This design comes from an exercise in tuning for small area and a short achievable clock period on the open sky130 flow, not from production work.
The RTL was checked by simulation tests, not by an equivalence proof against the original design.
The clock input has no modelled driver; a real chip could not lean on it and would need a root buffer or a full tree.
Power is estimated from default activity; no workload was simulated.

==> flow/design.v (excerpt) <==
module led_scan_capture
#(
  parameter int unsigned STABLE_CYCLES  = 4,
  parameter int unsigned TIMEOUT_CYCLES = 1048576
) (
  input  logic         Clock,
  input  logic         RST,
  input  logic [35:0]  GPIO_1,
  output logic [15:0][15:0] RedPixels,
  output logic [15:0][15:0] GrnPixels,
  output logic         frame_valid,
  output logic         frame_error,
  output logic         stalled,
  output logic [15:0]  frame_count
);
  localparam int unsigned IW = (TIMEOUT_CYCLES > 2) ? $clog2(TIMEOUT_CYCLES) : 1;
  logic [31:0] col_q;
  always_ff @(posedge Clock) col_q <= GPIO_1[31:0];
  logic [3:0] row;       
  logic       row_q;     
  logic       row_q_n;   
  logic [3:0] row_d;
  logic       row_q_d;
  logic       row0_q_pre;
  led_row_stabiliser #(
    .STABLE_CYCLES(STABLE_CYCLES)
  ) u_stab (
    .clk_i    (Clock),
    .rst_i    (RST),
    .row_i    (GPIO_1[35:32]),
    .row_o    (row),
    .row_q_o  (row_q),
    .row_q_n_o(row_q_n),
    .row_d_o  (row_d),
    .row_q_d_o(row_q_d),
    .row0_q_pre_o(row0_q_pre)
  );
  logic [15:0] red_rev;
  logic [15:0] grn_rev;
  always_comb begin
    for (int i = 0; i < 16; i++) begin
      red_rev[i] = col_q[15 - i];
      grn_rev[i] = col_q[31 - i];
    end
  end
  logic       state_q;       
  logic [3:0] exp_row_q;
  logic       state_d;
  logic [3:0] exp_row_d;
  logic       error_d;
  logic       row0;
  assign row0 = (row == 4'd0);
  always_comb begin
    state_d   = state_q;
    exp_row_d = exp_row_q;
    error_d   = 1'b0;
    if (RST) begin
      state_d   = 1'b0;
      exp_row_d = '0;
    end else if (row_q) begin
      if (!state_q) begin
        if (row0) begin
          state_d   = 1'b1;
          exp_row_d = 4'd1;
        end
      end else if (row0) begin
  ...
Size: roughly 2700 cells after synthesis.
==> module led_row_stabiliser, before the edit <==
module led_row_stabiliser
#(
  parameter int unsigned STABLE_CYCLES = 4
) (
  input  logic       clk_i,
  input  logic       rst_i,
  input  logic [3:0] row_i,
  output logic [3:0] row_o,
  output logic       row_q_o,
  output logic       row_q_n_o,
  output logic [3:0] row_d_o,
  output logic       row_q_d_o,
  output logic       row0_q_pre_o
);
  localparam int unsigned CW = (STABLE_CYCLES > 2) ? $clog2(STABLE_CYCLES) : 1;
  logic [3:0]    row_q;
  logic [3:0]    last_q;
  logic          last_vld_q;
  logic [CW-1:0] cnt_q;
  logic          qual_q;
  logic          qual_n_q;
  logic [3:0]    row_d;
  logic [3:0]    last_d;
  logic          last_vld_d;
  logic [CW-1:0] cnt_d;
  logic          qual_d;
  always_comb begin
    if (rst_i) begin
      row_d      = '0;
      last_d     = '0;
      last_vld_d = 1'b0;
      cnt_d      = '0;
    end else begin
      row_d      = row_i;
      last_d     = qual_q ? row_q : last_q;
      last_vld_d = last_vld_q || qual_q;
      if (row_i != row_q) begin
        cnt_d = '0;
      end else if (cnt_q < CW'(STABLE_CYCLES - 1)) begin
        cnt_d = cnt_q + CW'(1);
      end else begin
        cnt_d = cnt_q;
      end
    end
    qual_d = (cnt_d == CW'(STABLE_CYCLES - 1)) && (!last_vld_d || (row_d != last_d));
  end
  always_ff @(posedge clk_i) begin
    row_q      <= row_d;
    last_q     <= last_d;
    last_vld_q <= last_vld_d;
    cnt_q      <= cnt_d;
    qual_q     <= qual_d;
    qual_n_q   <= !qual_d;
  end
  assign row_o     = row_q;
  assign row_q_o   = qual_q;
  assign row_q_n_o = qual_n_q;
  assign row_d_o   = row_d;
  assign row_q_d_o = qual_d;
  logic [3:0] last_nr;
  logic       last_vld_nr;
  assign last_nr      = qual_q ? row_q : last_q;
  assign last_vld_nr  = last_vld_q || qual_q;
  assign row0_q_pre_o = (row_q == 4'd0) && (cnt_q >= CW'(STABLE_CYCLES - 2))
                        && (!last_vld_nr || (last_nr != 4'd0));
endmodule
==> module led_scan_capture, before the edit <==
module led_scan_capture
#(
  parameter int unsigned STABLE_CYCLES  = 4,
  parameter int unsigned TIMEOUT_CYCLES = 1048576
) (
  input  logic         Clock,
  input  logic         RST,
  input  logic [35:0]  GPIO_1,
  output logic [15:0][15:0] RedPixels,
  output logic [15:0][15:0] GrnPixels,
  output logic         frame_valid,
  output logic         frame_error,
  output logic         stalled,
  output logic [15:0]  frame_count
);
  localparam int unsigned IW = (TIMEOUT_CYCLES > 2) ? $clog2(TIMEOUT_CYCLES) : 1;
  logic [31:0] col_q;
  always_ff @(posedge Clock) col_q <= GPIO_1[31:0];
  logic [3:0] row;       
  logic       row_q;     
  logic       row_q_n;   
  logic [3:0] row_d;
  logic       row_q_d;
  logic       row0_q_pre;
  led_row_stabiliser #(
    .STABLE_CYCLES(STABLE_CYCLES)
  ) u_stab (
    .clk_i    (Clock),
    .rst_i    (RST),
    .row_i    (GPIO_1[35:32]),
    .row_o    (row),
    .row_q_o  (row_q),
    .row_q_n_o(row_q_n),
    .row_d_o  (row_d),
    .row_q_d_o(row_q_d),
    .row0_q_pre_o(row0_q_pre)
  );
  logic [15:0] red_rev;
  logic [15:0] grn_rev;
  always_comb begin
    for (int i = 0; i < 16; i++) begin
      red_rev[i] = col_q[15 - i];
      grn_rev[i] = col_q[31 - i];
    end
  end
  logic       state_q;       
  logic [3:0] exp_row_q;
  logic       state_d;
  logic [3:0] exp_row_d;
  logic       error_d;
  logic       row0;
  assign row0 = (row == 4'd0);
  always_comb begin
    state_d   = state_q;
    exp_row_d = exp_row_q;
    error_d   = 1'b0;
    if (RST) begin
      state_d   = 1'b0;
      exp_row_d = '0;
    end else if (row_q) begin
      if (!state_q) begin
        if (row0) begin
          state_d   = 1'b1;
          exp_row_d = 4'd1;
        end
      end else if (row0) begin
        error_d   = (exp_row_q != 4'd0);
        exp_row_d = 4'd1;
      end else if (row == exp_row_q) begin
        exp_row_d = exp_row_q + 4'd1;
      end else begin
        error_d = 1'b1;
        state_d = 1'b0;
      end
    end
  end
  logic commit_d;
  logic commit_q;
  logic keep_q;
  if (STABLE_CYCLES >= 2) begin : g_commit
    assign commit_d = !RST && (GPIO_1[35:32] == 4'd0) && row0_q_pre && state_q && (exp_row_q == 4'd0);
  end else begin : g_commit
    assign commit_d = row_q_d && (row_d == 4'd0) && state_d && (exp_row_d == 4'd0);
  end
  always_ff @(posedge Clock) begin
    state_q   <= state_d;
    exp_row_q <= exp_row_d;
    commit_q  <= commit_d;
    keep_q    <= !commit_d;
  end
  always_ff @(posedge Clock) begin
    if (RST) begin
      frame_valid <= 1'b0;
      frame_error <= 1'b0;
      frame_count <= '0;
    end else begin
      frame_valid <= commit_q;
      frame_error <= error_d;
      if (commit_q) frame_count <= frame_count + 16'd1;
    end
  end
  logic [15:0][15:0] red_sh_q;
  logic [15:0][15:0] grn_sh_q;
  logic [15:0] sh_wr;
  logic [15:0] sh_keep;
  always_comb begin
    for (int r = 0; r < 16; r++) begin
      sh_wr[r]   = row_q && (row == 4'(r));
      sh_keep[r] = row_q_n || (row != 4'(r));
    end
  end
  always_ff @(posedge Clock) begin
    for (int r = 0; r < 16; r++) begin
      red_sh_q[r] <= (red_rev & {16{sh_wr[r]}}) | (red_sh_q[r] & {16{sh_keep[r]}});
      grn_sh_q[r] <= (grn_rev & {16{sh_wr[r]}}) | (grn_sh_q[r] & {16{sh_keep[r]}});
    end
  end
  logic ld;
  logic hold;
  assign ld   = commit_q && !RST;
  assign hold = keep_q && !RST;
  always_ff @(posedge Clock) begin
    RedPixels <= (red_sh_q & {256{ld}}) | (RedPixels & {256{hold}});
    GrnPixels <= (grn_sh_q & {256{ld}}) | (GrnPixels & {256{hold}});
  end
  if (TIMEOUT_CYCLES == 1048576) begin : g_idle
    logic [19:0] idle_q;
    logic        low_zero;
    assign low_zero = (idle_q[18:0] == 19'd0);
    always_ff @(posedge Clock) begin
      if (RST || row_q) begin
        idle_q  <= '0;
        stalled <= 1'b0;
      end else begin
        idle_q  <= {idle_q[18:0], idle_q[19] ^ idle_q[16] ^ low_zero};
        stalled <= stalled || (idle_q[19] && low_zero);
      end
    end
  end else begin : g_idle
    logic [IW-1:0] idle_q;
    always_ff @(posedge Clock) begin
      if (RST || row_q) begin
        idle_q  <= '0;
        stalled <= 1'b0;
      end else begin
        idle_q  <= idle_q + IW'(1);
        stalled <= stalled || (idle_q == IW'(TIMEOUT_CYCLES - 1));
      end
    end
  end
endmodule
export LEC_CHECK = 0
export CAP_MARGIN = 20
export CORE_MARGIN = 2
export CORE_UTILIZATION = 62
export SETUP_SLACK_MARGIN = 3.7
export SLEW_MARGIN = 20
create_clock -name core_clock -period 6.0 [get_ports {Clock}]
standard.sh (not shown) runs the stock make flow with config.mk's settings and CLKGATE_MAP_FILE= SYNTH_SCRIPT=/design/flow/synth_recipe.tcl, a recipe that flattens the netlist after the stock synthesis.
==> flow/flow/run.sh <==
#!/bin/bash
# Own layout flow: the standard ORFS flow, with plain buffers on the
# ports, a fanout limit and no delay cells for the placement-stage
# buffering, and a two-level clock tree (clock_tree.tcl) in place of
# TritonCTS. Make's output goes to flow_make.log here; ORFS's per-step logs
# stay under orfs/logs/.
set -euo pipefail
bash standard.sh finish \
  BUFFER_PORTS_ARGS="-buffer_cell sky130_fd_sc_hd__buf_1" \
  PRE_RESIZE_TCL="$PWD/flow/pre_resize.tcl" \
  PRE_CTS_TCL="$PWD/flow/clock_tree.tcl" \
  > flow_make.log 2>&1
Other scripts of this flow, unchanged in this note and not shown: flow/flow/clock_tree.tcl, flow/flow/pre_resize.tcl
Edit:
--- a/flow/design.v
+++ b/flow/design.v
@@ -28,12 +28,11 @@
   input  logic [3:0] row_i,
   output logic [3:0] row_o,
   output logic       row_q_o,
   output logic       row_q_n_o,
   output logic [3:0] row_d_o,
-  output logic       row_q_d_o,
-  output logic       row0_q_pre_o
+  output logic       row_q_d_o
 );
   localparam int unsigned CW = (STABLE_CYCLES > 2) ? $clog2(STABLE_CYCLES) : 1;
   logic [3:0]    row_q;
   logic [3:0]    last_q;
   logic          last_vld_q;
@@ -76,16 +75,10 @@
   assign row_o     = row_q;
   assign row_q_o   = qual_q;
   assign row_q_n_o = qual_n_q;
   assign row_d_o   = row_d;
   assign row_q_d_o = qual_d;
-  logic [3:0] last_nr;
-  logic       last_vld_nr;
-  assign last_nr      = qual_q ? row_q : last_q;
-  assign last_vld_nr  = last_vld_q || qual_q;
-  assign row0_q_pre_o = (row_q == 4'd0) && (cnt_q >= CW'(STABLE_CYCLES - 2))
-                        && (!last_vld_nr || (last_nr != 4'd0));
 endmodule
 module led_scan_capture
 #(
   parameter int unsigned STABLE_CYCLES  = 4,
   parameter int unsigned TIMEOUT_CYCLES = 1048576
@@ -106,23 +99,21 @@
   logic [3:0] row;       
   logic       row_q;     
   logic       row_q_n;   
   logic [3:0] row_d;
   logic       row_q_d;
-  logic       row0_q_pre;
   led_row_stabiliser #(
     .STABLE_CYCLES(STABLE_CYCLES)
   ) u_stab (
     .clk_i    (Clock),
     .rst_i    (RST),
     .row_i    (GPIO_1[35:32]),
     .row_o    (row),
     .row_q_o  (row_q),
     .row_q_n_o(row_q_n),
     .row_d_o  (row_d),
-    .row_q_d_o(row_q_d),
-    .row0_q_pre_o(row0_q_pre)
+    .row_q_d_o(row_q_d)
   );
   logic [15:0] red_rev;
   logic [15:0] grn_rev;
   always_comb begin
     for (int i = 0; i < 16; i++) begin
@@ -163,11 +154,11 @@
   end
   logic commit_d;
   logic commit_q;
   logic keep_q;
   if (STABLE_CYCLES >= 2) begin : g_commit
-    assign commit_d = !RST && (GPIO_1[35:32] == 4'd0) && row0_q_pre && state_q && (exp_row_q == 4'd0);
+    assign commit_d = row_q_d && (row_d == 4'd0) && state_q && (exp_row_q == 4'd0);
   end else begin : g_commit
     assign commit_d = row_q_d && (row_d == 4'd0) && state_d && (exp_row_d == 4'd0);
   end
   always_ff @(posedge Clock) begin
     state_q   <= state_d;
Effect: The changed run went through all stages and came out clean. Register-to-register slack degrades by 0.02 ns. Utilization decreases by 0.29 points. Via count hardly moves. Final area falls by 0.41%. Area after synthesis is about the same. Global-route usage increases by 0.49 points. Combinational power hardly moves. Hold slack is about the same. Clock skew barely changes. Wire length grows by 1.9%. Sequential cell count is unchanged. Setup slack gets better by 0.0041 ns. Clock power barely changes. Cell count fell by 0.48%.
No run of this note takes its clock network from TritonCTS; it comes from the design's own scripts or RTL.

[separate check: timing with driven ports]
In the flow no input, the clock included, has a driving cell. The finished layouts below were timed again as built, in two steps.
Step 1, drivers: a clkbuf_16 drives Clock and a buf_2 each remaining input, both assumed.
Step 2 also shifts input and output timing later by t, the mid clock arrival at the registers, as if the neighbouring blocks saw the same clock.
a / b / c = no drivers / after step 1 / after step 2; a / b = the first two.
| run | shift t [ns] | slack for setup (ns) | slew at the worst register clock pin (ns) | worst data-port slew with drivers (ns) |
|---|---|---|---|---|
| the first run | 0.549 | 3.712 / 3.576 / 3.282 | 0.10 / 0.10 | 0.10 |
| the second run | 0.540 | 3.716 / 3.585 / 3.270 | 0.10 / 0.10 | 0.08 |
After both steps every run listed still meets setup and hold. For the second run, which loses most, drivers alone change the setup slack by -0.131 ns; drivers and shift together by -0.446 ns.
